This is an optimization exercise on Yosys and OpenROAD, whose aim is a short achievable clock period and few clock cycles, not a production implementation.
In this exercise RTL edits were held to simulation tests only and were not proved equivalent to the original.
Power and IR drop assume default switching activity.

==> config.mk <==
export PLATFORM = sky130hd
export DESIGN_NAME = core_top
export DESIGN_NICKNAME = core_top
export VERILOG_FILES = /design/flow/design.v
export SDC_FILE = /design/flow/constraint.sdc
export NUM_CORES = 4
export LEC_CHECK = 0
export ABC_CLOCK_PERIOD_IN_PS = 3500
export CAP_MARGIN = 20
export CORE_MARGIN = 2
export CORE_UTILIZATION = 60
export PLACE_DENSITY = 0.7
export SLEW_MARGIN = 20
==> constraint.sdc <==
create_clock -name core_clock -period 10.0 [get_ports {clk}]
set_input_delay 2.0000 -clock core_clock [delete_from_list [all_inputs] [get_ports {clk}]]
set_output_delay 2.0000 -clock core_clock [all_outputs]
set_load 0.01 [all_outputs]
==> design.v <==
`default_nettype none
package core_pkg;
    localparam int unsigned XLEN       = 32;
    localparam int unsigned REG_ADDR_W = 5;
    localparam logic [XLEN-1:0] RESET_PC = '0;
    localparam logic [6:0] OPC_OP_IMM = 7'b0010011;
    localparam logic [6:0] OPC_OP     = 7'b0110011;
    localparam logic [6:0] OPC_BRANCH = 7'b1100011;
    localparam logic [2:0] F3_ADD_SUB = 3'b000;
    localparam logic [2:0] F3_XOR     = 3'b100;
    localparam logic [2:0] F3_OR      = 3'b110;
    localparam logic [2:0] F3_AND     = 3'b111;
    localparam logic [2:0] F3_BEQ     = 3'b000;
    localparam logic [2:0] F3_BNE     = 3'b001;
    localparam logic [6:0] F7_SUB = 7'b0100000;
    localparam logic [XLEN-1:0] NOP_INSTR = 32'h0000_0013;
    typedef struct packed {
        logic [6:0]            funct7;
        logic [REG_ADDR_W-1:0] rs2;
        logic [REG_ADDR_W-1:0] rs1;
        logic [2:0]            funct3;
        logic [REG_ADDR_W-1:0] rd;
        logic [6:0]            opcode;
    } instr_r_s;
    typedef struct packed {
        logic [11:0]           imm_hi;
        logic [REG_ADDR_W-1:0] rs1;
        logic [2:0]            funct3;
        logic [4:0]            imm_lo;
        logic [6:0]            opcode;
    } instr_ib_s;
    typedef union packed {
        instr_r_s  r;
        instr_ib_s ib;
    } instr_u;
    typedef struct packed {
        logic            req;
        logic [XLEN-1:0] addr;
    } imem_req_s;
    typedef struct packed {
        logic            ack;
        logic [XLEN-1:0] instr;
    } imem_rsp_s;
    typedef struct packed {
        logic [XLEN-1:0] pc;
        logic [XLEN-1:0] instr;
    } fetch_entry_s;
    typedef struct packed {
        logic            valid;
        logic [XLEN-1:0] target;
    } redirect_s;
    typedef struct packed {
        logic [XLEN-1:0]       pc;
        logic [REG_ADDR_W-1:0] rd;
        logic [XLEN-1:0]       data;
    } retire_s;
endpackage
`default_nettype wire
`timescale 1ns/1ps
`default_nettype none
module core_top (
    input  logic        clk,
    input  logic        rst_n,
    input  logic        imem_ack_i,
    input  logic [31:0] imem_instr_i,
    input  logic        retire_ready_i,
    output logic        imem_req_o,
    output logic [31:0] imem_addr_o,
    output logic        retire_valid_o,
    output logic [31:0] retire_pc_o,
    output logic [4:0]  retire_rd_o,
    output logic [31:0] retire_data_o
);
    localparam int QD = 3;    
    localparam int RD = 8;    
    localparam int BK = 6;    
    localparam int NB = 1 << BK;
    localparam int PB = 12;   
    localparam int LK = 4;    
    localparam int NL = 1 << LK;
    localparam int LT = 5;    
    function automatic logic is_branch(input logic [31:0] w);
        is_branch = (w[6:0] == core_pkg::OPC_BRANCH) && (w[14:13] == 2'b00);
    endfunction
    function automatic logic [31:0] b_imm(input logic [31:0] w);
        b_imm = {{19{w[31]}}, w[31], w[7], w[30:25], w[11:8], 1'b0};
    endfunction
    function automatic logic pred_taken(input logic [31:0] w);
        logic same;
        same = (w[19:15] == w[24:20]);
        if (!is_branch(w))
            pred_taken = 1'b0;
        else if (same)
            pred_taken = ~w[12];
        else
            pred_taken = w[31] | w[12];
    endfunction
    function automatic logic [9:0] decode(input logic [31:0] w);
        logic op;
        logic addi;
        logic br;
        op = 1'b0;
        if (w[6:0] == core_pkg::OPC_OP) begin
            case (w[14:12])
                3'b000:                op = (w[31:25] == 7'd0) || (w[31:25] == core_pkg::F7_SUB);
                3'b100, 3'b110, 3'b111: op = (w[31:25] == 7'd0);
                default:               op = 1'b0;
            endcase
        end
        addi   = (w[6:0] == core_pkg::OPC_OP_IMM) && (w[14:12] == 3'b000);
        br     = is_branch(w);
        decode = {op, addi, br, op | br, (op | addi) & (w[11:7] != 5'd0),
                  op & (w[14:12] == 3'b000) & w[30],
                  w[14:12] == 3'b100, w[14:12] == 3'b110, w[14:12] == 3'b111,
                  w[12]};
    endfunction
    function automatic logic loop_br(input logic [31:0] w);
        loop_br = is_branch(w) && w[31] && (w[19:15] != w[24:20]);
    endfunction
    logic        req_q;
    logic [31:0] addr_q;
    logic        stale_q;
    logic        pend_q;
    logic [31:0] pend_tgt_q;
    logic        f2_v_q;
    logic [31:0] f2_pc_q;
    logic        redir_q;
    logic [31:0] redir_tgt_q;
    logic [QD-1:0] qv_q;      
    logic        xfer;
    logic        f2_pt;
    logic [31:0] f2_tgt;
    logic        redirect;
    logic [31:0] rtgt;
    logic        push;
    logic        issue;
    logic [31:0] nxt;
    logic [NB-1:0]    btb_v_q;
    logic [PB-1:BK+2] btb_tag_q [0:NB-1];
    logic [PB-1:2]    btb_tgt_q [0:NB-1];
    logic [31:PB]     page_q;
    logic [NB-1:0]    btb_sel;
    logic             hit;
    logic [PB-1:2]    hit_tgt;
    logic             bw_ok;
    logic [31:0]     pn;
    logic            f2_hit_q;
    logic            bw_set_q;
    logic            bw_clr_q;
    logic [31:0]     bw_pc_q;
    logic [31:0]     bw_tgt_q;
    logic            f2_pred;
    logic            f2_pred_q;
    logic            f2_ptk_q;
    logic            f2_lpb_q;
    logic [31:0]     f2_tgt_q;
    logic            i_ptk;
    logic            i_lpb;
    logic            i_pred;
    logic [31:0]     i_btgt;
    logic [31:0]     i_pc4;
    logic [31:0]     i_ptgt;
    logic [31:0]     i_rtgt;
    logic [9:0]      i_dec;
    logic            f2_fix;
    logic            took;
    logic [NL-1:0]   lp_a_q;      
    logic [NL-1:0]   lp_v_q;      
    logic [LT-1:0]   lp_tag_q  [0:NL-1];
    logic [3:0]      lp_trip_q [0:NL-1];
    logic [3:0]      lp_spec_q [0:NL-1];
    logic [3:0]      lp_com_q  [0:NL-1];
    logic [NL-1:0]   lpx_sel;
    logic            lpx;
    always_comb begin
        hit_tgt = '0;
        for (int i = 0; i < NB; i++) begin
            btb_sel[i] = btb_v_q[i] & (addr_q[BK+1:2] == BK'(i)) &
                         (btb_tag_q[i] == addr_q[PB-1:BK+2]);
            hit_tgt    = hit_tgt | (btb_tgt_q[i] & {(PB-2){btb_sel[i]}});
        end
    end
    assign hit = (|btb_sel) & (page_q == addr_q[31:PB]) & (addr_q[1:0] == 2'b00);
    always_comb begin
        for (int i = 0; i < NL; i++) begin
            lpx_sel[i] = lp_a_q[i] & lp_v_q[i] & (addr_q[LK+1:2] == LK'(i)) &
                         (lp_tag_q[i] == addr_q[LK+LT+1:LK+2]) &
                         (lp_spec_q[i] == lp_trip_q[i]);
        end
    end
    assign lpx  = |lpx_sel;
    assign took = hit & ~lpx;
    assign pn   = took ? {addr_q[31:PB], hit_tgt, 2'b00} : addr_q + 32'd4;
    assign xfer     = req_q & imem_ack_i;
    assign i_ptk    = pred_taken(imem_instr_i);
    assign i_lpb    = loop_br(imem_instr_i);
    assign i_pred   = i_ptk & ~(i_lpb & lpx);
    assign i_btgt   = addr_q + b_imm(imem_instr_i);
    assign i_pc4    = addr_q + 32'd4;
    assign i_ptgt   = i_pred ? i_btgt : i_pc4;
    assign i_rtgt   = i_pred ? i_pc4 : i_btgt;
    assign i_dec    = decode(imem_instr_i);
    assign f2_pred  = f2_pred_q;
    assign f2_tgt   = f2_tgt_q;
    assign f2_fix   = f2_v_q & (f2_pred ^ f2_hit_q) & ~redir_q;
    assign f2_pt    = f2_fix & f2_pred;
    assign redirect = redir_q | f2_fix;
    assign rtgt     = redir_q ? redir_tgt_q : f2_tgt;
    assign push     = xfer & ~stale_q & ~redirect;
    assign issue    = (~req_q | xfer) & (redir_q | ~qv_q[QD-2]);
    assign nxt      = redirect ? rtgt : (pend_q ? pend_tgt_q : pn);
    always_ff @(posedge clk) begin
        if (!rst_n) begin
            req_q   <= 1'b1;
            addr_q  <= core_pkg::RESET_PC;
            stale_q <= 1'b0;
            pend_q  <= 1'b0;
        end else if (issue) begin
            req_q   <= 1'b1;
            addr_q  <= nxt;
            stale_q <= 1'b0;
            pend_q  <= 1'b0;
        end else begin
            if (xfer) begin
                req_q <= 1'b0;
            end
            if (redirect | xfer) begin
                pend_q <= 1'b1;
            end
            if (redirect & req_q & ~xfer) begin
                stale_q <= 1'b1;
            end else if (xfer) begin
                stale_q <= 1'b0;
            end
        end
    end
    always_ff @(posedge clk) begin
        pend_tgt_q <= nxt;
    end
    always_ff @(posedge clk) begin
        if (!rst_n) begin
            f2_v_q <= 1'b0;
        end else begin
            f2_v_q <= push;
        end
        f2_pc_q   <= addr_q;
        f2_hit_q  <= took;
        f2_pred_q <= i_pred;
        f2_ptk_q  <= i_ptk;
        f2_lpb_q  <= i_lpb;
        f2_tgt_q  <= i_ptgt;
    end
    always_ff @(posedge clk) begin
        if (!rst_n) begin
            bw_set_q <= 1'b0;
            bw_clr_q <= 1'b0;
        end else begin
            bw_set_q <= f2_pt;
            bw_clr_q <= f2_fix & ~f2_ptk_q;
        end
        bw_pc_q  <= f2_pc_q;
        bw_tgt_q <= f2_tgt;
    end
    assign bw_ok = bw_set_q & (bw_tgt_q[31:PB] == bw_pc_q[31:PB]) &
                   (bw_tgt_q[1:0] == 2'b00) & (bw_pc_q[1:0] == 2'b00);
    always_ff @(posedge clk) begin
        if (!rst_n) begin
            btb_v_q <= '0;
        end else if (bw_ok) begin
            if (page_q != bw_pc_q[31:PB]) begin
                btb_v_q <= '0;
            end
            btb_v_q[bw_pc_q[BK+1:2]] <= 1'b1;
        end else if (bw_clr_q) begin
            btb_v_q[bw_pc_q[BK+1:2]] <= 1'b0;
        end
    end
    always_ff @(posedge clk) begin
        if (bw_ok) begin
            page_q                     <= bw_pc_q[31:PB];
            btb_tag_q[bw_pc_q[BK+1:2]] <= bw_pc_q[PB-1:BK+2];
            btb_tgt_q[bw_pc_q[BK+1:2]] <= bw_tgt_q[PB-1:2];
        end
    end
    assign imem_req_o  = req_q;
    assign imem_addr_o = addr_q;
    logic [31:0] q_pc  [0:QD-1];
    logic [31:0] q_ins [0:QD-1];
    logic        q_pred [0:QD-1];
    logic        q_lpa  [0:QD-1];
    logic [31:0] q_rtgt [0:QD-1];
    logic [9:0]  q_dec  [0:QD-1];
    logic          pop;
    logic [QD-1:0] qv_sh;
    assign qv_sh = pop ? {1'b0, qv_q[QD-1:1]} : qv_q;
    always_ff @(posedge clk) begin
        if (!rst_n || redir_q) begin
            qv_q <= '0;
        end else begin
            qv_q <= qv_sh | ({qv_sh[QD-2:0], 1'b1} & ~qv_sh & {QD{push}});
        end
    end
    always_ff @(posedge clk) begin
        for (int i = 0; i < QD; i++) begin
            if (pop && i < QD - 1 && qv_q[(i < QD - 1) ? i + 1 : i]) begin
                q_pc[i]  <= q_pc[(i < QD - 1) ? i + 1 : i];
                q_ins[i] <= q_ins[(i < QD - 1) ? i + 1 : i];
                q_pred[i] <= q_pred[(i < QD - 1) ? i + 1 : i];
                q_lpa[i]  <= q_lpa[(i < QD - 1) ? i + 1 : i];
                q_rtgt[i] <= q_rtgt[(i < QD - 1) ? i + 1 : i];
                q_dec[i]  <= q_dec[(i < QD - 1) ? i + 1 : i];
            end else if (pop || !qv_q[i]) begin
                q_pc[i]   <= addr_q;
                q_ins[i]  <= imem_instr_i;
                q_pred[i] <= i_pred;
                q_lpa[i]  <= i_lpb;
                q_rtgt[i] <= i_rtgt;
                q_dec[i]  <= i_dec;
            end
        end
    end
    logic [31:0] regs [1:31];
    logic        w_v_q;
    logic [4:0]  w_rd_q;
    logic [31:0] w_data_q;
    logic [31:0] w_inv_q;
    logic [31:0] w_pc_q;
    logic        x_v_q;
    logic        x_wr_q;
    logic [4:0]  x_rd_q;
    logic [RD-1:0] rv_q;      
    logic [31:0] d_ins;
    logic [31:0] d_pc;
    logic [4:0]  d_rs1;
    logic [4:0]  d_rs2;
    logic [4:0]  d_rd;
    logic        d_is_op;
    logic        d_is_addi;
    logic        d_is_br;
    logic        d_use_rs2;
    logic        d_wr;
    logic [31:0] d_rf1;
    logic [31:0] d_rf2;
    logic [31:0] d_a;
    logic [31:0] d_b;
    logic        credit;
    assign d_ins  = q_ins[0];
    assign d_pc   = q_pc[0];
    assign d_rs1  = d_ins[19:15];
    assign d_rs2  = d_ins[24:20];
    assign d_rd   = d_ins[11:7];
    assign d_is_op   = q_dec[0][9];
    assign d_is_addi = q_dec[0][8];
    assign d_is_br   = q_dec[0][7];
    assign d_use_rs2 = q_dec[0][6];
    assign d_wr      = q_dec[0][5];
    assign d_rf1 = (d_rs1 == 5'd0) ? 32'd0 : regs[d_rs1];
    assign d_rf2 = (d_rs2 == 5'd0) ? 32'd0 : regs[d_rs2];
    assign d_a   = (w_v_q && w_rd_q == d_rs1) ? w_data_q : d_rf1;
    assign d_b   = ~d_use_rs2 ? {{20{d_ins[31]}}, d_ins[31:20]} :
                   (w_v_q && w_rd_q == d_rs2) ? w_data_q : d_rf2;
    assign credit = ~rv_q[RD-3];
    assign pop    = qv_q[0] & ~redir_q & credit;
    logic [31:0] x_a_q;
    logic [31:0] x_b_q;
    logic        x_byp_a_q;
    logic        x_byp_b_q;
    logic        x_sub_q;
    logic        x_xor_q;
    logic        x_or_q;
    logic        x_and_q;
    logic        x_br_q;
    logic        x_bne_q;
    logic        x_pred_q;
    logic        x_lpa_q;
    logic        d_sub;
    logic [31:0] x_pc_q;
    logic [31:0] x_rtgt_q;
    always_ff @(posedge clk) begin
        if (!rst_n) begin
            x_v_q <= 1'b0;
        end else begin
            x_v_q <= pop;
        end
        begin
            x_wr_q    <= d_wr;
            x_rd_q    <= d_rd;
            x_a_q     <= d_a;
            x_b_q     <= d_sub ? ~d_b : d_b;
            x_byp_a_q <= x_v_q & x_wr_q & (x_rd_q == d_rs1);
            x_byp_b_q <= d_use_rs2 & x_v_q & x_wr_q & (x_rd_q == d_rs2);
            x_sub_q   <= d_sub;
            x_xor_q   <= q_dec[0][3];
            x_or_q    <= q_dec[0][2];
            x_and_q   <= q_dec[0][1];
            x_br_q    <= d_is_br;
            x_bne_q   <= q_dec[0][0];
            x_pred_q  <= q_pred[0];
            x_lpa_q   <= q_lpa[0];
            x_pc_q    <= d_pc;
            x_rtgt_q  <= q_rtgt[0];
        end
    end
    logic [31:0] x_a;
    logic [31:0] x_b;
    logic [31:0] x_sum;
    logic [31:0] x_res;
    logic        x_taken;
    logic        x_mis;
    assign d_sub  = q_dec[0][4];
    assign x_a   = x_byp_a_q ? w_data_q : x_a_q;
    assign x_b   = x_byp_b_q ? (x_sub_q ? w_inv_q : w_data_q) : x_b_q;
    assign x_sum = x_a + x_b + {31'd0, x_sub_q};
    always_comb begin
        if (x_xor_q)      x_res = x_a ^ x_b;
        else if (x_or_q)  x_res = x_a | x_b;
        else if (x_and_q) x_res = x_a & x_b;
        else              x_res = x_sum;
    end
    assign x_taken = (x_a == x_b) ^ x_bne_q;
    assign x_mis   = x_v_q & x_br_q & (x_taken ^ x_pred_q) & ~redir_q;
    always_ff @(posedge clk) begin
        if (!rst_n) begin
            redir_q <= 1'b0;
            lu_v_q  <= 1'b0;
            w_v_q   <= 1'b0;
        end else begin
            redir_q <= x_mis;
            lu_v_q  <= x_v_q & x_br_q & x_lpa_q & ~redir_q;
            w_v_q   <= x_v_q & x_wr_q & ~redir_q;
        end
        redir_tgt_q <= x_rtgt_q;
        lu_taken_q  <= x_taken;
        lu_pc_q     <= x_pc_q;
        w_rd_q      <= x_rd_q;
        w_data_q    <= x_res;
        w_inv_q     <= ~x_res;
        w_pc_q      <= x_pc_q;
    end
    logic            lu_v_q;
    logic            lu_taken_q;
    logic [31:0]     lu_pc_q;
    logic [NL-1:0]   lp_a_d;
    logic [NL-1:0]   lp_v_d;
    logic [LT-1:0]   lp_tag_d  [0:NL-1];
    logic [3:0]      lp_trip_d [0:NL-1];
    logic [3:0]      lp_spec_d [0:NL-1];
    logic [3:0]      lp_com_d  [0:NL-1];
    logic            lu_hit;
    logic            f2_lhit;
    always_comb begin
        for (int i = 0; i < NL; i++) begin
            lp_a_d[i]    = lp_a_q[i];
            lp_v_d[i]    = lp_v_q[i];
            lp_tag_d[i]  = lp_tag_q[i];
            lp_trip_d[i] = lp_trip_q[i];
            lp_spec_d[i] = lp_spec_q[i];
            lp_com_d[i]  = lp_com_q[i];
            lu_hit  = lp_a_q[i] & (lp_tag_q[i] == lu_pc_q[LK+LT+1:LK+2]);
            f2_lhit = lp_a_q[i] & (lp_tag_q[i] == f2_pc_q[LK+LT+1:LK+2]);
            if (f2_v_q && f2_lpb_q && f2_lhit && f2_pc_q[LK+1:2] == LK'(i)) begin
                lp_spec_d[i] = f2_pred ? lp_spec_q[i] + {3'd0, lp_spec_q[i] != 4'hf} : 4'd0;
            end
            if (lu_v_q && lu_pc_q[LK+1:2] == LK'(i)) begin
                if (lu_hit) begin
                    if (lu_taken_q) begin
                        lp_com_d[i] = lp_com_q[i] + {3'd0, lp_com_q[i] != 4'hf};
                    end else begin
                        lp_trip_d[i] = lp_com_q[i];
                        lp_v_d[i]    = 1'b1;
                        lp_com_d[i]  = 4'd0;
                    end
                end else begin
                    lp_a_d[i]    = 1'b1;
                    lp_tag_d[i]  = lu_pc_q[LK+LT+1:LK+2];
                    lp_v_d[i]    = ~lu_taken_q;
                    lp_trip_d[i] = 4'd0;
                    lp_com_d[i]  = {3'd0, lu_taken_q};
                    lp_spec_d[i] = {3'd0, lu_taken_q};
                end
            end
            if (redir_q) begin
                lp_spec_d[i] = lp_com_d[i];
            end
        end
    end
    always_ff @(posedge clk) begin
        if (!rst_n) begin
            lp_a_q <= '0;
            lp_v_q <= '0;
        end else begin
            lp_a_q <= lp_a_d;
            lp_v_q <= lp_v_d;
        end
        for (int i = 0; i < NL; i++) begin
            lp_tag_q[i]  <= lp_tag_d[i];
            lp_trip_q[i] <= lp_trip_d[i];
            lp_spec_q[i] <= lp_spec_d[i];
            lp_com_q[i]  <= lp_com_d[i];
        end
    end
    always_ff @(posedge clk) begin
        if (w_v_q) begin
            regs[w_rd_q] <= w_data_q;
        end
    end
    logic [31:0] r_pc   [0:RD-1];
    logic [4:0]  r_rd   [0:RD-1];
    logic [31:0] r_data [0:RD-1];
    logic          rpop;
    logic [RD-1:0] rv_sh;
    assign rpop  = rv_q[0] & retire_ready_i;
    assign rv_sh = rpop ? {1'b0, rv_q[RD-1:1]} : rv_q;
    always_ff @(posedge clk) begin
        if (!rst_n) begin
            rv_q <= '0;
        end else begin
            rv_q <= rv_sh | ({rv_sh[RD-2:0], 1'b1} & ~rv_sh & {RD{w_v_q}});
        end
    end
    always_ff @(posedge clk) begin
        for (int i = 0; i < RD; i++) begin
            if (i == 0 && !rst_n) begin
                r_pc[i]   <= '0;
                r_rd[i]   <= '0;
                r_data[i] <= '0;
            end else if (rpop && i < RD - 1 && rv_q[(i < RD - 1) ? i + 1 : i]) begin
                r_pc[i]   <= r_pc[(i < RD - 1) ? i + 1 : i];
                r_rd[i]   <= r_rd[(i < RD - 1) ? i + 1 : i];
                r_data[i] <= r_data[(i < RD - 1) ? i + 1 : i];
            end else if (rpop || !rv_q[i]) begin
                r_pc[i]   <= w_pc_q;
                r_rd[i]   <= w_rd_q;
                r_data[i] <= w_data_q;
            end
        end
    end
    assign retire_valid_o = rv_q[0];
    assign retire_pc_o    = r_pc[0];
    assign retire_rd_o    = r_rd[0];
    assign retire_data_o  = r_data[0];
endmodule
`default_nettype wire
==> flow/run.sh <==
#!/bin/bash
set -euo pipefail
bash standard.sh SETUP_SLACK_MARGIN=6.8 finish > standard_flow.log 2>&1
==> standard.sh <==
#!/bin/bash
# synth_recipe.tcl (not shown) runs the flow's synth.tcl, then flattens the netlist and writes it again
# the make line also repeats each setting of config.mk as NAME=value (left out here)
make -C /OpenROAD-flow-scripts/flow DESIGN_CONFIG=/design/flow/config.mk WORK_HOME=/design/flow/orfs CLKGATE_MAP_FILE= SYNTH_SCRIPT=/design/flow/synth_recipe.tcl "${@:-finish}"
==> results.cfg, run 1 <==
[run_status]
status = timing/DRC/antenna clean

[yosys]
synth_top_family_by_area = multiplexers
netlist_instances = 10820
synthXorXnorAreaFrac_pct = 4.493
syn-num-nets = 11020
synth_compound_area_share_pct = 7.008
synth-adder-area-share_pct = 1.374
synth-simple-area-share_pct = 7.324
synth.avg_cell_area_sq_um = 14.38
yosysTopAreaCell = edfxtp_1
ys_warn_count = 18
synth_edf_count = 2820
synth_seq_cells = 3614
yosys.area.top_type_share_pct = 54.44
yosys-top-cells-area = edfxtp_1 (54%), dfxtp_1 (10%), mux4_2 (8.0%)
async_flop_share_pct = 0
synthMuxAreaShare_pct = 12.75
synthFlopType = edfxtp_1
yosysUniqueCellTypes = 93
synth-seq-area-share_pct = 64.66
synth_area_sq_um = 155600

[timing]
period_needed_ns = 4.064
tns_ns = 0
rsz0062_at_grt = yes
slew_violations = 0
timing.fmax_ghz = 0.2460
worst_pin_slew_ns = 1.140
hold_slack_ns = 0.3083
clock_skew_ns = 0.08945
finalHoldViolCount = 0
post-route-period-util_pct = 40.64
setup_viol = 0
slew_headroom_pct = 23.99

[floorplan]
die_h_um = 513.2
start_util_pct = 60.43
die_w_um = 513.2
fp.dieArea_sq_um = 263300
rows = 186
core-area_sq_um = 257400
pin_count = 139

[layout]
syn_to_final_growth_pct = 17.32
nFillCells = 16300
mostFrequentLayoutCells = edfxtp_1 (2,820), nand2_1 (916), dfxtp_1 (623), mux4_2 (553), buf_4 (457)
final_nets = 11550
drive_gt1_share_pct = 27.45
final_common_cell = edfxtp_1

[cts]
cts.sinks = 3614
cts_tree = yes
cts_buffers = 367
clkTransAtPathRegs_ns = 0.07
ctsLongestPathBuffers = 4
clk-insertion-delay-late_ns = 0.93
htree_levels = 5
clockRootBuffer = clkbuf_16

[detailed_routing]
wl_per_cell_um = 33.44
wirelength_um = 502800
routed-via-count = 103900
vias_per_cell = 6.908
firstDrtPassIters = 17
ant_nets = 0
drtIter0Drc = 15830
drc = 0

[critical_path]
end_kind = flop
worstPathCellList = buf_12, clkinvlp_4, ha_4, nand3b_1, buf_6, nor4_2, nand3_1, nand4_1, nor4_4, buf_6, nand3_4, a31oi_4, buf_12, buf_8, buf_12, buf_16, nor3_2, xnor2_1, a21oi_1, o2bb2ai_1
cp_data_required_time_ns = 10.79
crit_family = simple AND/OR/NAND/NOR gates
crit_buf_inv = 8
slowest_delay_ns = 0.57
worstPathArrival_ns = 4.86
slowest_stage = nor4_4
setup.worst_path.start_class = flop
critPathKind = flop to flop
worstPathMaxFanout = 6
cp_common_cell = buf_12

[flow_run]
cap_violations = 0

[global_route]
busiest_layer = met2
antenna_found_initial = 11
grt_use_total_pct = 37.11
grt-ovfl-total = 0
gr-usage-met3_pct = 8.947
grt_pass1_vias = 100300
grt_max_degree = 88
grt_pass1_wl_um = 707300
use_met1_pct = 49.22
use_met2_pct = 56.55

[pwr]
p_per_area_nw_per_um2 = 214.2
leakage_uw = 0.06416
ir_drop_v = 0.0002223

[placement]
dp_hpwl_um = 286200
routabilityCongestion = 0.9347
port_buffers = 138

[worst_hold_path]
hold_path.class = flop to flop
[stage by stage]
step	total power (uW)	instances	util (%)	setup WS (ns)	area (sq um)
floorplan	22500	10820	-	5.592	156500
global placement	24260	13940	62.96	4.484	162000
detailed placement	24460	13940	62.97	4.425	162100
CTS	38570	14930	69.99	6.030	180100
global route	40030	15030	70.89	5.877	182500
finish	39080	15040	70.90	5.936	182500
[routing by layer]
metal	vias up	wire, um	part of all wire, %
met5	-	278	0.055
met3	1775	62700	12
met1	52070	178700	36
met2	7624	225800	45
met4	18	35270	7.0
li1	42400	-	-
[worst reg2reg max path, stage by stage (launching register included)]
cell and delay (ns):
dfxtp_2 0.34, buf_12 0.13, clkinvlp_4 0.22, ha_4 0.28, nand3b_1 0.13, buf_6 0.13
nor4_2 0.05, nand3_1 0.11, nand4_1 0.24, nor4_4 0.57, buf_6 0.22, nand3_4 0.16
a31oi_4 0.26, buf_12 0.15, buf_8 0.11, buf_12 0.14, buf_16 0.14, nor3_2 0.05
xnor2_1 0.12, a21oi_1 0.19, o2bb2ai_1 0.18
[sequential cells by signal (all words and copies together) (netlist names), 40 cells and up, named ones only]
| name | count |
|---|---|
| regs | 992 |
| btb_tgt_q | 640 |
| btb_tag_q | 256 |
| r_data | 256 |
| r_pc | 256 |
| q_rtgt | 96 |
| q_pc | 93 |
| lp_tag_q | 80 |
| q_ins | 66 |
| btb_v_q | 64 |
| lp_com_q | 64 |
| lp_spec_q | 64 |
| lp_trip_q | 64 |
| r_rd | 40 |
[final cells by class]
cell class,instances,area (sq um),share of cell area [%]
diodes,10,25.02,0.01371
clock buffers,483,9998,5.479
clock inverters,188,1703,0.9331
inverters,185,748.2,0.4100
multi-input cells,6308,55300,30.30
flip-flops and latches,3614,101100,55.37
well taps,3384,4234,2.320
repair buffers,864,9397,5.149
repair inverters,2,31.28,0.01714
[report_power, final]
group / leakage (uW) / internal, uW / switching, uW / total, uW
Combinational: 0.0250 / 2600 / 3500 / 6100
Sequential: 0.0334 / 18300 / 1120 / 19500
Clock: 0.00572 / 7620 / 5910 / 13500
[Yosys cell counts (6+ instances only)]
| master | n |
|---|---|
| edfxtp_1 | 2820 |
| nand2_1 | 944 |
| dfxtp_1 | 794 |
| mux4_2 | 553 |
| nor2_1 | 501 |
| clkbuf_1 | 488 |
| mux2_2 | 468 |
| a21oi_1 | 457 |
| xor2_1 | 422 |
| xnor2_1 | 376 |
| o21ai_0 | 368 |
| nand3_1 | 232 |
| mux2i_1 | 209 |
| inv_1 | 182 |
| a22oi_1 | 179 |
| nand4_1 | 177 |
| ha_1 | 166 |
| nor4_1 | 165 |
| a22o_1 | 145 |
| a221oi_1 | 118 |
| buf_1 | 113 |
| a211oi_1 | 102 |
| nor3_1 | 91 |
| and2_1 | 90 |
| a21o_1 | 70 |
| buf_2 | 70 |
| o211ai_1 | 66 |
| and3_1 | 46 |
| a31oi_1 | 44 |
| nand2b_1 | 40 |
| nand3b_1 | 30 |
| nor3b_1 | 24 |
| buf_6 | 22 |
| or3_1 | 21 |
| buf_4 | 20 |
| nor2b_1 | 19 |
| o31ai_1 | 15 |
| o21a_1 | 12 |
| o2bb2ai_1 | 12 |
| and4_1 | 9 |
| and2_0 | 8 |
| o21bai_1 | 8 |
| or4_1 | 6 |
[path summary, 6_finish.rpt]
| path | cells after the start | slack [ns] | startpoint | to |
|---|---|---|---|---|
| setup / recovery | 20 | 5.94 | addr_q[2] | addr_q[24] |
| hold / removal | 0 | 0.31 | f2_pc_q[20] | bw_pc_q[20] |
| setup reg to reg | 20 | 5.94 | addr_q[2] | addr_q[24] |
| hold reg to reg | 0 | 0.31 | f2_pc_q[20] | bw_pc_q[20] |
[cells by family (layout without fill, tap and decap cells)]
logic type | Yosys count | after routing
AOI/OAI and AO/OA | 1670 | 1670
buffers and inverters | 900 | 1722
DFF | 3614 | 3614
adders and majority gates | 169 | 169
muxes | 1231 | 1231
and+or+nand+nor | 2434 | 2440
xor gates and xnor gates | 798 | 798
other | 0 | 10
[what timing repair did]
action | 4_1_cts | 5_1_grt
endpoints found under the setup margin | 2810 | 1279
buffers inserted | 290 | 92
pin swaps | 165 | 173
resized for setup | 1337 | 327
gates cloned | 28 | 10
hold buffers | 0 | 0
Testbench counts, summed over its fixed seeds: cycles 32,680.
==> run 2: changes to the inputs <==
--- a/design.v
+++ b/design.v
@@ -77,6 +77,7 @@
     localparam int NB = 1 << BK;
+    localparam int SK = BK - 1;   
     localparam int PB = 12;   
-    localparam int LK = 4;    
+    localparam int LK = 3;    
     localparam int NL = 1 << LK;
-    localparam int LT = 5;    
+    localparam int LT = 10;   
     function automatic logic is_branch(input logic [31:0] w);
@@ -121,2 +122,4 @@
     logic [31:0] addr_q;
+    logic [31:0] addr_n_q;    
+    logic [31:0] addr_i;
     logic        stale_q;
@@ -138,3 +141,5 @@
     logic [NB-1:0]    btb_v_q;
-    logic [PB-1:BK+2] btb_tag_q [0:NB-1];
+    logic [PB-1:SK+2] btb_tag_q [0:NB-1];
+    logic [NB/2-1:0]  btb_vic_q;      
+    logic [BK-1:0]    bw_ent;
     logic [PB-1:2]    btb_tgt_q [0:NB-1];
@@ -155,3 +160,4 @@
     logic            f2_lpb_q;
-    logic [31:0]     f2_tgt_q;
+    logic [31:0]     f2_btgt_q;
+    logic [31:0]     f2_pc4_q;
     logic            i_ptk;
@@ -161,4 +167,2 @@
     logic [31:0]     i_pc4;
-    logic [31:0]     i_ptgt;
-    logic [31:0]     i_rtgt;
     logic [9:0]      i_dec;
@@ -177,4 +181,4 @@
         for (int i = 0; i < NB; i++) begin
-            btb_sel[i] = btb_v_q[i] & (addr_q[BK+1:2] == BK'(i)) &
-                         (btb_tag_q[i] == addr_q[PB-1:BK+2]);
+            btb_sel[i] = btb_v_q[i] & (addr_i[SK+1:2] == SK'(i >> 1)) &
+                         (btb_tag_q[i] == addr_i[PB-1:SK+2]);
             hit_tgt    = hit_tgt | (btb_tgt_q[i] & {(PB-2){btb_sel[i]}});
@@ -182,7 +186,7 @@
     end
-    assign hit = (|btb_sel) & (page_q == addr_q[31:PB]) & (addr_q[1:0] == 2'b00);
+    assign hit = (|btb_sel) & (page_q == addr_i[31:PB]) & (addr_i[1:0] == 2'b00);
     always_comb begin
         for (int i = 0; i < NL; i++) begin
-            lpx_sel[i] = lp_a_q[i] & lp_v_q[i] & (addr_q[LK+1:2] == LK'(i)) &
-                         (lp_tag_q[i] == addr_q[LK+LT+1:LK+2]) &
+            lpx_sel[i] = lp_a_q[i] & lp_v_q[i] &
+                         (lp_tag_q[i] == addr_i[LT+1:2]) &
                          (lp_spec_q[i] == lp_trip_q[i]);
@@ -192,3 +196,4 @@
     assign took = hit & ~lpx;
-    assign pn   = took ? {addr_q[31:PB], hit_tgt, 2'b00} : addr_q + 32'd4;
+    assign pn   = {i_pc4[31:PB], took ? hit_tgt : i_pc4[PB-1:2], addr_i[1:0]};
+    assign addr_i   = ~addr_n_q;
     assign xfer     = req_q & imem_ack_i;
@@ -197,9 +202,7 @@
     assign i_pred   = i_ptk & ~(i_lpb & lpx);
-    assign i_btgt   = addr_q + b_imm(imem_instr_i);
-    assign i_pc4    = addr_q + 32'd4;
-    assign i_ptgt   = i_pred ? i_btgt : i_pc4;
-    assign i_rtgt   = i_pred ? i_pc4 : i_btgt;
+    assign i_btgt   = addr_i + b_imm(imem_instr_i);
+    assign i_pc4    = addr_i + 32'd4;
     assign i_dec    = decode(imem_instr_i);
     assign f2_pred  = f2_pred_q;
-    assign f2_tgt   = f2_tgt_q;
+    assign f2_tgt   = f2_pred ? f2_btgt_q : f2_pc4_q;
     assign f2_fix   = f2_v_q & (f2_pred ^ f2_hit_q) & ~redir_q;
@@ -210,3 +213,3 @@
     assign issue    = (~req_q | xfer) & (redir_q | ~qv_q[QD-2]);
-    assign nxt      = redirect ? rtgt : (pend_q ? pend_tgt_q : pn);
+    assign nxt      = (redirect | pend_q) ? (redirect ? rtgt : pend_tgt_q) : pn;
     always_ff @(posedge clk) begin
@@ -215,2 +218,3 @@
             addr_q  <= core_pkg::RESET_PC;
+            addr_n_q <= ~core_pkg::RESET_PC;
             stale_q <= 1'b0;
@@ -220,2 +224,3 @@
             addr_q  <= nxt;
+            addr_n_q <= ~nxt;
             stale_q <= 1'b0;
@@ -245,3 +250,3 @@
         end
-        f2_pc_q   <= addr_q;
+        f2_pc_q   <= addr_i;
         f2_hit_q  <= took;
@@ -250,3 +255,4 @@
         f2_lpb_q  <= i_lpb;
-        f2_tgt_q  <= i_ptgt;
+        f2_btgt_q <= i_btgt;
+        f2_pc4_q  <= i_pc4;
     end
@@ -264,6 +270,9 @@
     assign bw_ok = bw_set_q & (bw_tgt_q[31:PB] == bw_pc_q[31:PB]) &
-                   (bw_tgt_q[1:0] == 2'b00) & (bw_pc_q[1:0] == 2'b00);
+                   (bw_tgt_q[1:0] == 2'b00) & (bw_pc_q[1:0] == 2'b00) &
+                   (bw_pc_q[PB-1:2] != '1);
+    assign bw_ent = {bw_pc_q[SK+1:2], btb_vic_q[bw_pc_q[SK+1:2]]};
     always_ff @(posedge clk) begin
         if (!rst_n) begin
-            btb_v_q <= '0;
+            btb_v_q   <= '0;
+            btb_vic_q <= '0;
         end else if (bw_ok) begin
@@ -272,5 +281,10 @@
             end
-            btb_v_q[bw_pc_q[BK+1:2]] <= 1'b1;
+            btb_v_q[bw_ent]                <= 1'b1;
+            btb_vic_q[bw_pc_q[SK+1:2]]     <= ~btb_vic_q[bw_pc_q[SK+1:2]];
         end else if (bw_clr_q) begin
-            btb_v_q[bw_pc_q[BK+1:2]] <= 1'b0;
+            for (int i = 0; i < NB; i++) begin
+                if (bw_pc_q[SK+1:2] == SK'(i >> 1) && btb_tag_q[i] == bw_pc_q[PB-1:SK+2]) begin
+                    btb_v_q[i] <= 1'b0;
+                end
+            end
         end
@@ -279,5 +293,5 @@
         if (bw_ok) begin
-            page_q                     <= bw_pc_q[31:PB];
-            btb_tag_q[bw_pc_q[BK+1:2]] <= bw_pc_q[PB-1:BK+2];
-            btb_tgt_q[bw_pc_q[BK+1:2]] <= bw_tgt_q[PB-1:2];
+            page_q            <= bw_pc_q[31:PB];
+            btb_tag_q[bw_ent] <= bw_pc_q[PB-1:SK+2];
+            btb_tgt_q[bw_ent] <= bw_tgt_q[PB-1:2];
         end
@@ -290,3 +304,4 @@
     logic        q_lpa  [0:QD-1];
-    logic [31:0] q_rtgt [0:QD-1];
+    logic [31:0] q_btgt [0:QD-1];
+    logic [31:0] q_pc4  [0:QD-1];
     logic [9:0]  q_dec  [0:QD-1];
@@ -309,6 +324,7 @@
                 q_lpa[i]  <= q_lpa[(i < QD - 1) ? i + 1 : i];
-                q_rtgt[i] <= q_rtgt[(i < QD - 1) ? i + 1 : i];
+                q_btgt[i] <= q_btgt[(i < QD - 1) ? i + 1 : i];
+                q_pc4[i]  <= q_pc4[(i < QD - 1) ? i + 1 : i];
                 q_dec[i]  <= q_dec[(i < QD - 1) ? i + 1 : i];
             end else if (pop || !qv_q[i]) begin
-                q_pc[i]   <= addr_q;
+                q_pc[i]   <= addr_i;
                 q_ins[i]  <= imem_instr_i;
@@ -316,3 +332,4 @@
                 q_lpa[i]  <= i_lpb;
-                q_rtgt[i] <= i_rtgt;
+                q_btgt[i] <= i_btgt;
+                q_pc4[i]  <= i_pc4;
                 q_dec[i]  <= i_dec;
@@ -392,2 +409,3 @@
             x_sub_q   <= d_sub;
+            x_arith_q <= ~(q_dec[0][3] | q_dec[0][2] | q_dec[0][1]);
             x_xor_q   <= q_dec[0][3];
@@ -400,3 +418,3 @@
             x_pc_q    <= d_pc;
-            x_rtgt_q  <= q_rtgt[0];
+            x_rtgt_q  <= q_pred[0] ? q_pc4[0] : q_btgt[0];
         end
@@ -407,2 +425,4 @@
     logic [31:0] x_res;
+    logic [31:0] x_log;
+    logic        x_arith_q;
     logic        x_taken;
@@ -414,6 +434,6 @@
     always_comb begin
-        if (x_xor_q)      x_res = x_a ^ x_b;
-        else if (x_or_q)  x_res = x_a | x_b;
-        else if (x_and_q) x_res = x_a & x_b;
-        else              x_res = x_sum;
+        x_log = ({32{x_xor_q}} & (x_a ^ x_b)) |
+                ({32{x_or_q}}  & (x_a | x_b)) |
+                ({32{x_and_q}} & (x_a & x_b));
+        x_res = x_arith_q ? x_sum : x_log;
     end
@@ -448,6 +468,11 @@
     logic [3:0]      lp_com_d  [0:NL-1];
-    logic            lu_hit;
-    logic            f2_lhit;
+    logic [NL-1:0]   lu_hit;
+    logic [NL-1:0]   f2_lhit;
+    logic [LK-1:0]   lp_rr_q;     
     always_comb begin
         for (int i = 0; i < NL; i++) begin
+            lu_hit[i]  = lp_a_q[i] & (lp_tag_q[i] == lu_pc_q[LT+1:2]);
+            f2_lhit[i] = lp_a_q[i] & (lp_tag_q[i] == f2_pc_q[LT+1:2]);
+        end
+        for (int i = 0; i < NL; i++) begin
             lp_a_d[i]    = lp_a_q[i];
@@ -458,9 +483,7 @@
             lp_com_d[i]  = lp_com_q[i];
-            lu_hit  = lp_a_q[i] & (lp_tag_q[i] == lu_pc_q[LK+LT+1:LK+2]);
-            f2_lhit = lp_a_q[i] & (lp_tag_q[i] == f2_pc_q[LK+LT+1:LK+2]);
-            if (f2_v_q && f2_lpb_q && f2_lhit && f2_pc_q[LK+1:2] == LK'(i)) begin
+            if (f2_v_q && f2_lpb_q && f2_lhit[i]) begin
                 lp_spec_d[i] = f2_pred ? lp_spec_q[i] + {3'd0, lp_spec_q[i] != 4'hf} : 4'd0;
             end
-            if (lu_v_q && lu_pc_q[LK+1:2] == LK'(i)) begin
-                if (lu_hit) begin
+            if (lu_v_q && (lu_hit[i] || (lu_hit == '0 && lp_rr_q == LK'(i)))) begin
+                if (lu_hit[i]) begin
                     if (lu_taken_q) begin
@@ -474,3 +497,3 @@
                     lp_a_d[i]    = 1'b1;
-                    lp_tag_d[i]  = lu_pc_q[LK+LT+1:LK+2];
+                    lp_tag_d[i]  = lu_pc_q[LT+1:2];
                     lp_v_d[i]    = ~lu_taken_q;
@@ -488,5 +511,9 @@
         if (!rst_n) begin
-            lp_a_q <= '0;
-            lp_v_q <= '0;
+            lp_a_q  <= '0;
+            lp_v_q  <= '0;
+            lp_rr_q <= '0;
         end else begin
+            if (lu_v_q && lu_hit == '0) begin
+                lp_rr_q <= lp_rr_q + 1'b1;
+            end
             lp_a_q <= lp_a_d;
--- a/config.mk
+++ b/config.mk
@@ -10,4 +10,4 @@
 export CORE_MARGIN = 2
-export CORE_UTILIZATION = 60
-export PLACE_DENSITY = 0.7
+export CORE_UTILIZATION = 52
+export PLACE_DENSITY = 0.65
 export SLEW_MARGIN = 20
==> run 2 against run 1 <==
Critical path depth shrank 7. Power up 6.8%. Maximum frequency grew 7.6%.
==> results.cfg, run 2 <==
[pwr]
p_comb_share_pct = 16.1
p_sw_share_pct = 27.07
p_sw_uw = 11300
p_per_area_nw_per_um2 = 210.9
leakage_uw = 0.07095
seqPwrFrac_pct = 48.3
clkPwrFrac_pct = 35.6
power.internal_uw = 30440
ir_drop_v = 0.0001944

[detailed_routing]
ant_nets = 0
highest_layer = met5
drc = 0
vias_per_cell = 6.642
wl_per_cell_um = 33.54
wl_met2_um = 242300
drtIter0Drc = 15680
wl_met3_um = 75390
firstDrtPassIters = 6
m1WireLength_um = 213000
wirelength_um = 558300
routed-via-count = 110500

[global_route]
grt_use_total_pct = 33.47
grt_pass1_vias = 106500
grt-ovfl-total = 0
grt_pass1_wl_um = 775700
grt_max_degree = 113
antenna_found_initial = 29

[layout]
syn_to_final_growth_pct = 20.44
final_nets = 12300
final_common_cell = edfxtp_1
fin_util_pct = 62.87
largest_reg_flops = 992
mostFrequentLayoutCells = edfxtp_1 (2,942), xnor2_1 (699), nand2_1 (669), dfxtp_1 (626), mux4_2 (560)
regMostFlops = regs
drive_gt1_share_pct = 29.39

[yosys]
synth.most_common_cell = edfxtp_1
yosysUniqueCellTypes = 101
synth.avg_cell_area_sq_um = 14.34
synth_area_sq_um = 164300
yosys-top-cells-area = edfxtp_1 (54%), dfxtp_1 (9.9%), mux4_2 (7.7%)
synth_seq_cells = 3757
synth-seq-area-share_pct = 63.71
ys_warn_count = 19
synthFlopType = edfxtp_1
async_flop_share_pct = 0
synth_common_cells = edfxtp_1 (2,942), dfxtp_1 (815), xnor2_1 (730)
yosysTopAreaCell = edfxtp_1
synth_edf_count = 2942
syn-num-nets = 11650
yosys.area.top_type_share_pct = 53.78
netlist_instances = 11460

[critical_path]
r2r-start = addr_n_q[2]
worstPathArrival_ns = 4.44
crit_buf_inv = 4
worstPathMaxFanout = 4
slowest_stage = a21boi_4
setup.worst_path.start_class = input port
r2r-end = addr_q[5]
worstPathCellList = buf_6, buf_8, ha_4, o211ai_1, o21ai_4, o211ai_1, buf_4, a21boi_4, a311oi_2, o31ai_2, a21oi_2, xor2_1, inv_1
cp_common_cell = o211ai_1
cp_data_required_time_ns = 10.66
critPathKind = input port to flop
crit_family = compound AO/OA/AOI/OAI gates
end_kind = flop
slowest_delay_ns = 0.30
r2r_cells = 12
r2r_slack_ns = 6.29

[timing]
tns_ns = 0
slew_headroom_pct = 13.69
period_needed_ns = 3.779
worst_pin_slew_ns = 1.283
hold_slack_ns = 0.2796
post-route-period-util_pct = 37.79
timing.fmax_ghz = 0.2647
finalHoldViolCount = 0
rsz0062_at_grt = yes
clock_skew_ns = 0.1120
slew_violations = 0
setup_viol = 0

[cts]
clkTransAtPathRegs_ns = 0.06
cts_tree = yes
cts.sinks = 3757
htree_levels = 5
cts_buffers = 390
ctsLongestPathBuffers = 4
clockRootBuffer = clkbuf_16
clk-insertion-delay-late_ns = 1.00
holdBufCountCts = 0

[floorplan]
fp.dieArea_sq_um = 320400
die_h_um = 566.1
start_util_pct = 52.20
die_w_um = 566.1
core-area_sq_um = 314700
rows = 206
pin_count = 139

[worst_hold_path]
min_from = x_pc_q[10]
hold_path.class = flop to flop
whs_path_depth = 0
min_to = w_pc_q[10]

[placement]
routabilityCongestion = 0.9527
dp_hpwl_um = 321300
port_buffers = 138

[run_status]
status = timing/DRC/antenna clean

[flow_run]
cap_violations = 0
run 2: cell types whose count changed in the layout (fill, tap and decap cells not counted), sizes merged, moves of 65 or more:
| cell | before | now |
|---|---|---|
| a22o | 145 | 77 |
| and3 | 46 | 132 |
| buf | 824 | 916 |
| edfxtp | 2820 | 2942 |
| inv | 198 | 267 |
| nand2 | 947 | 726 |
| nor2 | 505 | 570 |
| nor3 | 92 | 211 |
| xnor2 | 376 | 731 |
run 2: metal layers:
layer  vias up  GRT usage, %
met1     56260         46.67
met2      7721         49.27
met5         -             0
met4        16         14.14
met3      1476         9.507
li1      45070             -
run 2: power groups by stage:
stage	registers, uW	logic, uW	clock network [uW]
global placement	20500	5060	0
CTS	20100	6190	14900
floorplan	20000	3600	0
detailed placement	20600	5190	0
finish	20200	6720	14900
global route	20300	7090	15600
run 2: cell families after synthesis:
family | Yosys count | synth area share (%)
fa+ha+maj | 151 | 1.164
compound gates | 1642 | 6.595
buf+inv | 990 | 2.472
simple gates | 2532 | 7.679
flops | 3757 | 63.71
mux | 1280 | 12.47
xor+xnor | 1108 | 5.912
run 2: worst max-delay path by stage:
| stage | startpoint | to | slack, ns | cells after the start |
|---|---|---|---|---|
| floorplan | imem_instr_i[8] | q_btgt[0][27] | 5.71 | 11 |
| global placement | imem_instr_i[11] | q_btgt[1][30] | 4.30 | 11 |
| detailed placement | imem_instr_i[11] | q_btgt[1][30] | 4.26 | 11 |
| CTS | imem_instr_i[9] | q_btgt[1][27] | 6.28 | 13 |
| global route | imem_instr_i[9] | q_btgt[1][27] | 6.16 | 13 |
| finish | imem_instr_i[25] | q_btgt[2][30] | 6.22 | 13 |
run 2: final cells by class:
cell class | count | area [sq um]
tap | 4160 | 5205
sequential | 3757 | 105100
clock inverter | 191 | 2006
multi-input combinational | 6722 | 61280
timing repair buffer | 978 | 11990
inverter | 267 | 1042
clock buffer | 542 | 11140
antenna | 27 | 67.56
fill | 22410 | 116900
run 2: worst register-to-register path, stage by stage, from the launching register on:
cell        delay, ns
dfxtp_4          0.37
clkinvlp_4       0.18
ha_4             0.24
buf_12           0.15
and4b_2          0.28
and3_4           0.18
a32o_2           0.31
a221oi_2         0.21
nand4_1          0.34
or4_4            0.65
a2111oi_4        0.35
nor3_2           0.12
a22o_1           0.21
run 2: timing repair:
item	CTS	global route
buffers inserted	395	159
cloned	36	17
pin swaps	274	219
endpoints found under the setup margin	3382	1436
resized for setup	1726	491
run 2: stage by stage:
step | total power [uW] | std cells | cell area [sq um] | setup slack, ns
after global routing | 42920 | 16620 | 197800 | 6.156
after detailed placement | 25750 | 15280 | 171100 | 4.265
after floorplan | 23590 | 11460 | 165300 | 5.711
after global placement | 25530 | 15280 | 171000 | 4.295
final | 41740 | 16640 | 197900 | 6.221
after CTS | 41250 | 16440 | 194100 | 6.284
Testbench counts of run 2, summed over its fixed seeds: cycles 32,356.
==> run 3: changes to the inputs <==
==> flow/run.sh (replaced) <==
#!/bin/bash
set -euo pipefail
bash standard.sh SETUP_SLACK_MARGIN=7.3 finish > standard_flow.log 2>&1
--- a/config.mk
+++ b/config.mk
@@ -7,7 +7,7 @@
 export LEC_CHECK = 0
-export ABC_CLOCK_PERIOD_IN_PS = 3500
+export ABC_CLOCK_PERIOD_IN_PS = 3000
 export CAP_MARGIN = 20
 export CORE_MARGIN = 2
-export CORE_UTILIZATION = 52
-export PLACE_DENSITY = 0.65
+export CORE_UTILIZATION = 50
+export PLACE_DENSITY = 0.62
 export SLEW_MARGIN = 20
==> run 3 against run 2 <==
Still clean. Maximum frequency fell by 3.0%. Sequential cell count unchanged. Clock power up 5%. Synthesized cell count unchanged. Cell area is 5.9% higher. Register-to-register slack lost 0.19 ns. Global-route usage grew 1.8 points. Non-clock buffer count increased by 388. Setup slack got worse by 0.12 ns. Area after synthesis unchanged. Critical path type is now flop to flop. Highest routed layer unchanged.
==> results.cfg, run 3 <==
[run_status]
status = timing/DRC/antenna clean

[yosys]
synth_compound_area_share_pct = 6.595
synth_seq_cells = 3757
synth.avg_cell_area_sq_um = 14.34
synthMuxAreaShare_pct = 12.47
synth_common_cells = edfxtp_1 (2,942), dfxtp_1 (815), xnor2_1 (730)
yosys.area.top_type_share_pct = 53.78
yosys-top-cells-area = edfxtp_1 (54%), dfxtp_1 (9.9%), mux4_2 (7.7%)
synth_area_sq_um = 164300
synth.most_common_cell = edfxtp_1
synthXorXnorAreaFrac_pct = 5.912
ys_warn_count = 19
synth_top_family_by_area = multiplexers
yosysTopAreaCell = edfxtp_1
syn-num-nets = 11650
synthFlopType = edfxtp_1
synth-seq-area-share_pct = 63.71
synth-simple-area-share_pct = 7.679
synth_edf_count = 2942
async_flop_share_pct = 0
netlist_instances = 11460
synth-adder-area-share_pct = 1.164
yosysUniqueCellTypes = 101

[timing]
post-route-period-util_pct = 38.95
slew_headroom_pct = 24.46
period_needed_ns = 3.895
rsz0062_at_grt = yes
setup_viol = 0
clock_skew_ns = 0.1232
worst_pin_slew_ns = 1.133
slew_violations = 0
fin_ws_ns = 6.105
tns_ns = 0
timing.fmax_ghz = 0.2567
finalHoldViolCount = 0

[layout]
nFillCells = 22700
final_common_cell = edfxtp_1
regMostFlops = regs
multi_input_area_sq_um = 66340
drive_gt1_share_pct = 35.05
largest_reg_flops = 992
mostFrequentLayoutCells = edfxtp_1 (2,942), xnor2_1 (664), nand2_1 (640), dfxtp_1 (603), mux4_2 (560)
ff_latch_area_sq_um = 105200
final_nets = 12730
syn_to_final_growth_pct = 27.60

[floorplan]
die_h_um = 577.2
fp.dieArea_sq_um = 333200
start_util_pct = 50.22
core-area_sq_um = 327100
die_w_um = 577.2
pin_count = 139
rows = 210

[global_route]
antenna_found_initial = 45
grt-ovfl-total = 0
grt_use_total_pct = 35.25
grt_pass1_vias = 110200
grt_max_degree = 89
grt_pass1_wl_um = 835300

[placement]
routabilityCongestion = 0.9374
dp_hpwl_um = 325300
port_buffers = 138
place_ws_ns = 4.302

[cts]
cts.sinks = 3757
cts_buffers = 395
htree_levels = 5
cts_tree = yes
clockRootBuffer = clkbuf_16
clkTransAtPathRegs_ns = 0.06
ctsLongestPathBuffers = 4
clk-insertion-delay-late_ns = 1.04

[critical_path]
setup.worst_path.start_class = flop
crit_buf_inv = 4
worstPathArrival_ns = 4.78
r2r_slack_ns = 6.10
slowest_stage = dfxtp_4
crit_family = simple AND/OR/NAND/NOR gates
cp_data_required_time_ns = 10.88
worstPathMaxFanout = 8
slowest_delay_ns = 0.57
cp_common_cell = buf_6
end_kind = flop
worstPathCellList = buf_6, buf_12, buf_16, buf_6, xnor2_1, nor3_4, a32oi_1, nand3_1, nor4_2, nand4_1, a2111oi_4, nor3_2, a22o_1
critPathKind = flop to flop

[detailed_routing]
routed-via-count = 115100
drc = 0
wl_per_cell_um = 35.35
firstDrtPassIters = 6
drtIter0Drc = 17050
wirelength_um = 609800
ant_nets = 0
vias_per_cell = 6.669

[pwr]
leakage_uw = 0.07688
p_per_area_nw_per_um2 = 209.4
ir_drop_v = 0.0002112
p_total_uw = 43880

[worst_hold_path]
hold_path.class = flop to flop

[flow_run]
cap_violations = 0
run 3: cell counts after synthesis:
No cell type changed its count.
run 3: cell families (layout without fill, tap and decap cells):
logic type,after synthesis,count (layout)
buffers and inverters,990,2373
DFF,3757,3757
and+or+nand+nor,2532,2573
xor gates and xnor gates,1108,1108
AOI/OAI and AO/OA,1642,1643
muxes,1280,1280
adders and majority gates,151,151
other,0,20
run 3: cell type report:
class / instances / area share, %
repair buffers: 1366 / 8.537
diodes: 20 / 0.02388
clock inverters: 209 / 1.202
well taps: 4346 / 2.594
clock buffers: 530 / 5.301
inverters: 267 / 0.5121
multi-input cells: 6755 / 31.65
repair inverters: 1 / 0.005372
flip-flops and latches: 3757 / 50.18
run 3: routing by layer:
metal | GRT usage (%) | vias up | wire length, um
li1 | - | 46070 | -
met1 | 48.80 | 58600 | 227900
met2 | 52.14 | 8402 | 263800
met3 | 9.602 | 1951 | 82730
met4 | 15.85 | 30 | 35210
met5 | 0 | - | 208
run 3: path summary, 6_finish.rpt:
path,start,end,cells after the start
setup reg to reg,addr_n_q[9],addr_q[2],13
setup / recovery,addr_n_q[9],addr_q[2],13
hold reg to reg,f2_pc_q[31],bw_pc_q[31],0
hold / removal,f2_pc_q[31],bw_pc_q[31],0
run 3: per-stage QoR:
stage	hold WS [ns]	cell area [sq um]	instances	utilization (%)
final	0.3009	209600	17250	64.08
after CTS	0.2993	204000	16990	62.37
after global routing	0.2915	209600	17230	64.07
after detailed placement	0.3120	173800	15420	53.13
after floorplan	0.3089	169400	11460	-
after global placement	0.3111	173800	15420	53.12
run 3: what timing repair did:
item / in CTS / in global routing
pin swaps: 434 / 411
buffers inserted: 712 / 224
gates cloned: 116 / 17
endpoints found under the setup margin: 3957 / 2087
gates resized for setup: 2123 / 728
hold buffers: 0 / 0
run 3: where the power goes:
part / total [uW] / internal, uW / switching [uW]
clock: 15600 / 9030 / 6520
sequential: 20400 / 19000 / 1320
combinational: 7970 / 3760 / 4210
total: 43900 / 31800 / 12000
==> run 4: changes to the inputs <==
--- a/design.v
+++ b/design.v
@@ -75,3 +75,3 @@
     localparam int RD = 8;    
-    localparam int BK = 6;    
+    localparam int BK = 5;    
     localparam int NB = 1 << BK;
@@ -166,2 +166,6 @@
     logic [31:0]     i_btgt;
+    logic [12:0]     i_blo;
+    logic [31:0]     i_bimm;
+    logic [31:12]    addr_hp1;
+    logic [31:12]    addr_hm1;
     logic [31:0]     i_pc4;
@@ -198,2 +202,4 @@
     assign addr_i   = ~addr_n_q;
+    assign addr_hp1 = addr_i[31:12] + 20'd1;
+    assign addr_hm1 = addr_i[31:12] - 20'd1;
     assign xfer     = req_q & imem_ack_i;
@@ -202,3 +208,6 @@
     assign i_pred   = i_ptk & ~(i_lpb & lpx);
-    assign i_btgt   = addr_i + b_imm(imem_instr_i);
+    assign i_bimm   = b_imm(imem_instr_i);
+    assign i_blo    = {1'b0, addr_i[11:0]} + {1'b0, i_bimm[11:0]};
+    assign i_btgt   = {(i_blo[12] == imem_instr_i[31]) ? addr_i[31:12] :
+                       (imem_instr_i[31] ? addr_hm1 : addr_hp1), i_blo[11:0]};
     assign i_pc4    = addr_i + 32'd4;
==> flow/run.sh (replaced) <==
#!/bin/bash
set -euo pipefail
bash standard.sh SETUP_SLACK_MARGIN=6.8 finish > standard_flow.log 2>&1
--- a/config.mk
+++ b/config.mk
@@ -7,7 +7,7 @@
 export LEC_CHECK = 0
-export ABC_CLOCK_PERIOD_IN_PS = 3000
+export ABC_CLOCK_PERIOD_IN_PS = 3500
 export CAP_MARGIN = 20
 export CORE_MARGIN = 2
-export CORE_UTILIZATION = 50
-export PLACE_DENSITY = 0.62
+export CORE_UTILIZATION = 52
+export PLACE_DENSITY = 0.65
 export SLEW_MARGIN = 20
==> run 4 against run 3 <==
Clock power down 18%. Register-to-register slack better by 0.36 ns. Area after synthesis down 14%. Sequential cell count down 496. Setup slack better by 0.16 ns. Global-route usage down 4.5 points. Sequential power down 11%. Maximum frequency up 4.2%. Utilization down 1.7 points. Sequential share of layout area up 3.5 points. Clock-buffer cell count down 54. Combinational power down about 20%.
==> results.cfg, run 4 <==
[run_status]
status = timing/DRC/antenna clean

[timing]
worst_pin_slew_ns = 1.164
finalHoldViolCount = 0
slew_violations = 0
post-route-period-util_pct = 37.40
setup_viol = 0
clock_skew_ns = 0.07098
rsz0062_at_grt = yes
period_needed_ns = 3.740
slew_headroom_pct = 22.34
tns_ns = 0
timing.fmax_ghz = 0.2674

[pwr]
ir_drop_v = 0.0001516
p_sw_share_pct = 27.41
seqPwrFrac_pct = 48.5
power.internal_uw = 27010
p_total_uw = 37210
p_sw_uw = 10200
p_comb_share_pct = 17.2
leakage_uw = 0.06116
p_per_area_nw_per_um2 = 220.0
clkPwrFrac_pct = 34.3

[layout]
final_common_cell = edfxtp_1
mostFrequentLayoutCells = edfxtp_1 (2,494), nand2_1 (606), dfxtp_1 (590), mux4_2 (562), mux2_2 (493)
largest_reg_flops = 992
nFillCells = 19580
syn_to_final_growth_pct = 19.30
drive_gt1_share_pct = 29.76
final_nets = 10500
regMostFlops = regs

[critical_path]
cp-startpoint = imem_instr_i[31]
r2r_slack_ns = 6.46
critPathKind = input port to flop
cp_data_required_time_ns = 10.64
r2r_cells = 15
r2r-end = w_inv_q[24]
end_kind = flop
setup.worst_path.start_class = input port
worstPathMaxFanout = 6
worstPathArrival_ns = 4.38
r2r-start = x_byp_a_q
crit_end = q_btgt[1][22]

[global_route]
grt_max_degree = 134
grt_use_total_pct = 30.74
grt_pass1_wl_um = 623700
grt-ovfl-total = 0
grt_pass1_vias = 89000
antenna_found_initial = 19

[yosys]
ys_warn_count = 19
async_flop_share_pct = 0
yosysTopAreaCell = edfxtp_1
yosys-top-cells-area = edfxtp_1 (53%), dfxtp_1 (11%), mux4_2 (8.9%)
yosysUniqueCellTypes = 92
synth_area_sq_um = 141800
synth_seq_cells = 3261
synth.most_common_cell = edfxtp_1
synth_edf_count = 2494
synth.avg_cell_area_sq_um = 14.51
synth-seq-area-share_pct = 63.66
synth_common_cells = edfxtp_1 (2,494), dfxtp_1 (767), nand2_1 (647)
yosys.area.top_type_share_pct = 52.83
syn-num-nets = 9958
synthFlopType = edfxtp_1
netlist_instances = 9773

[cts]
clk-insertion-delay-late_ns = 0.97
holdBufCountCts = 0
cts.sinks = 3261
ctsLongestPathBuffers = 4
clkTransAtPathRegs_ns = 0.06
clockRootBuffer = clkbuf_16
cts_tree = yes
cts_buffers = 344
htree_levels = 5

[placement]
routabilityCongestion = 0.9114
port_buffers = 138
dp_hpwl_um = 248800

[detailed_routing]
drtIter0Drc = 12430
wirelength_um = 441100
m1WireLength_um = 178200
wl_per_cell_um = 31.10
ant_nets = 0
routed-via-count = 91950
wl_met2_um = 194500
highest_layer = met5
drc = 0
wl_met3_um = 51570
vias_per_cell = 6.481
firstDrtPassIters = 6

[worst_hold_path]
hold_path.class = flop to flop

[floorplan]
die_w_um = 526.1
fp.dieArea_sq_um = 276800
rows = 191
start_util_pct = 52.31
core-area_sq_um = 271000
pin_count = 139
die_h_um = 526.1

[flow_run]
cap_violations = 0
[run 4: cell types whose count changed in the layout (fill, tap and decap cells not counted), moves of 149 or more]
cell and change:
mux2_4 -417, mux2_2 +402, xnor2_1 -201, buf_6 -196
edfxtp_1 -448, buf_12 -149
[run 4: final cells by class]
cell class | instances | area, sq um | area share, %
clock inverters | 165 | 1553 | 0.9181
multi-input cells | 5615 | 52250 | 30.90
repair buffers | 809 | 9245 | 5.467
flip-flops and latches | 3261 | 90720 | 53.64
inverters | 282 | 1127 | 0.6666
well taps | 3570 | 4467 | 2.641
clock buffers | 476 | 9734 | 5.756
diodes | 9 | 22.52 | 0.01332
[run 4: power groups by stage]
stage	Sequential [uW]	Clock (uW)	Combinational, uW
3_5_place_dp	18400	0	4790
6_report	18100	12800	6380
5_1_grt	18200	13400	6740
4_1_cts	18000	12900	5770
2_1_floorplan	17700	0	3490
3_3_place_gp	18300	0	4690
[run 4: critical path, cell delays in order]
cell	delay (ns)
buf_8	0.10
buf_12	0.14
buf_12	0.15
buf_6	0.12
ha_4	0.24
nor2b_4	0.12
o211ai_1	0.20
a21boi_2	0.10
buf_4	0.16
o211ai_1	0.30
a21bo_2	0.24
nand2b_1	0.08
xor2_1	0.15
a21oi_2	0.18
a21oi_1	0.08
[run 4: how the worst min path moves through the flow]
stage	from	end	slack [ns]	depth (start not counted)
after floorplan	f2_pc_q[12]	bw_pc_q[12]	0.31	0
after global placement	x_rtgt_q[24]	redir_tgt_q[24]	0.31	0
after detailed placement	f2_pc_q[25]	bw_pc_q[25]	0.31	0
after CTS	x_rtgt_q[15]	redir_tgt_q[15]	0.31	0
after global routing	x_rtgt_q[15]	redir_tgt_q[15]	0.32	0
final	x_rtgt_q[15]	redir_tgt_q[15]	0.32	0
[run 4: what timing repair did]
action                                  in CTS  in global routing
endpoints found under the setup margin    3039               1400
gates resized for setup                   1373                326
setup buffers                              271                160
pin swaps                                  179                145
gates cloned                                30                 12
[run 4: cells by family after synthesis]
logic type      Yosys count  share of synthesized area (%)
flops                  3261                          63.66
simple gates           1998                          6.661
compound gates         1343                          6.130
mux                    1272                          14.39
buf+inv                 905                          2.604
xor+xnor                845                          5.220
fa+ha+maj               149                          1.336
[run 4: metrics by stage]
step,area [sq um],instances,hold slack (ns),util (%),worst slack (ns)
after floorplan,142700,9773,0.3096,-,5.830
after global placement,147900,13060,0.3102,54.57,4.530
after detailed placement,147900,13060,0.3121,54.58,4.472
after CTS,166000,14010,0.3126,61.24,6.358
after global routing,169100,14180,0.3193,62.40,6.184
final,169100,14190,0.3175,62.41,6.260
[run 4: layer usage]
metal | vias up | track usage [%]
met5 | - | 0
met4 | 8 | 10.26
met3 | 926 | 7.089
met2 | 5673 | 45.49
met1 | 47090 | 44.94
li1 | 38250 | -
Testbench counts of run 4, summed over its fixed seeds: cycles 32,624.

[re-timing with driven ports]
In the flow no input, the clock included, has a driving cell. The finished layouts below were timed again as built, in two steps.
Step 1, drivers: a clkbuf_16 drives clk and a buf_2 each remaining input, both assumed.
Step 2 moves the port delays by t, midway between the first and last clock arrival at a register: inputs arrive t later, outputs are due t later. That takes back most of the time a late clock gives input paths.
a / b / c = ideal ports / drivers / drivers and shift; a / b = the first two.
run | t, ns | setup WS [ns] | latest minus earliest clock arrival (ns) | worst register clock-pin slew, ns
run 1 | 0.985 | 5.936 / 5.936 / 5.113 | 0.095 / 0.095 | 0.07 / 0.07
run 2 | 1.039 | 6.221 / 6.272 / 5.233 | 0.114 / 0.114 | 0.07 / 0.07
run 3 | 1.080 | 6.105 / 6.105 / 5.146 | 0.124 / 0.124 | 0.07 / 0.07
run 4 | 1.024 | 6.260 / 6.318 / 5.294 | 0.090 / 0.090 | 0.07 / 0.07
After both steps every run listed still meets setup and hold. The setup slack of run 2, which loses most, moves by +0.051 ns with the drivers and by -0.988 ns with both steps.
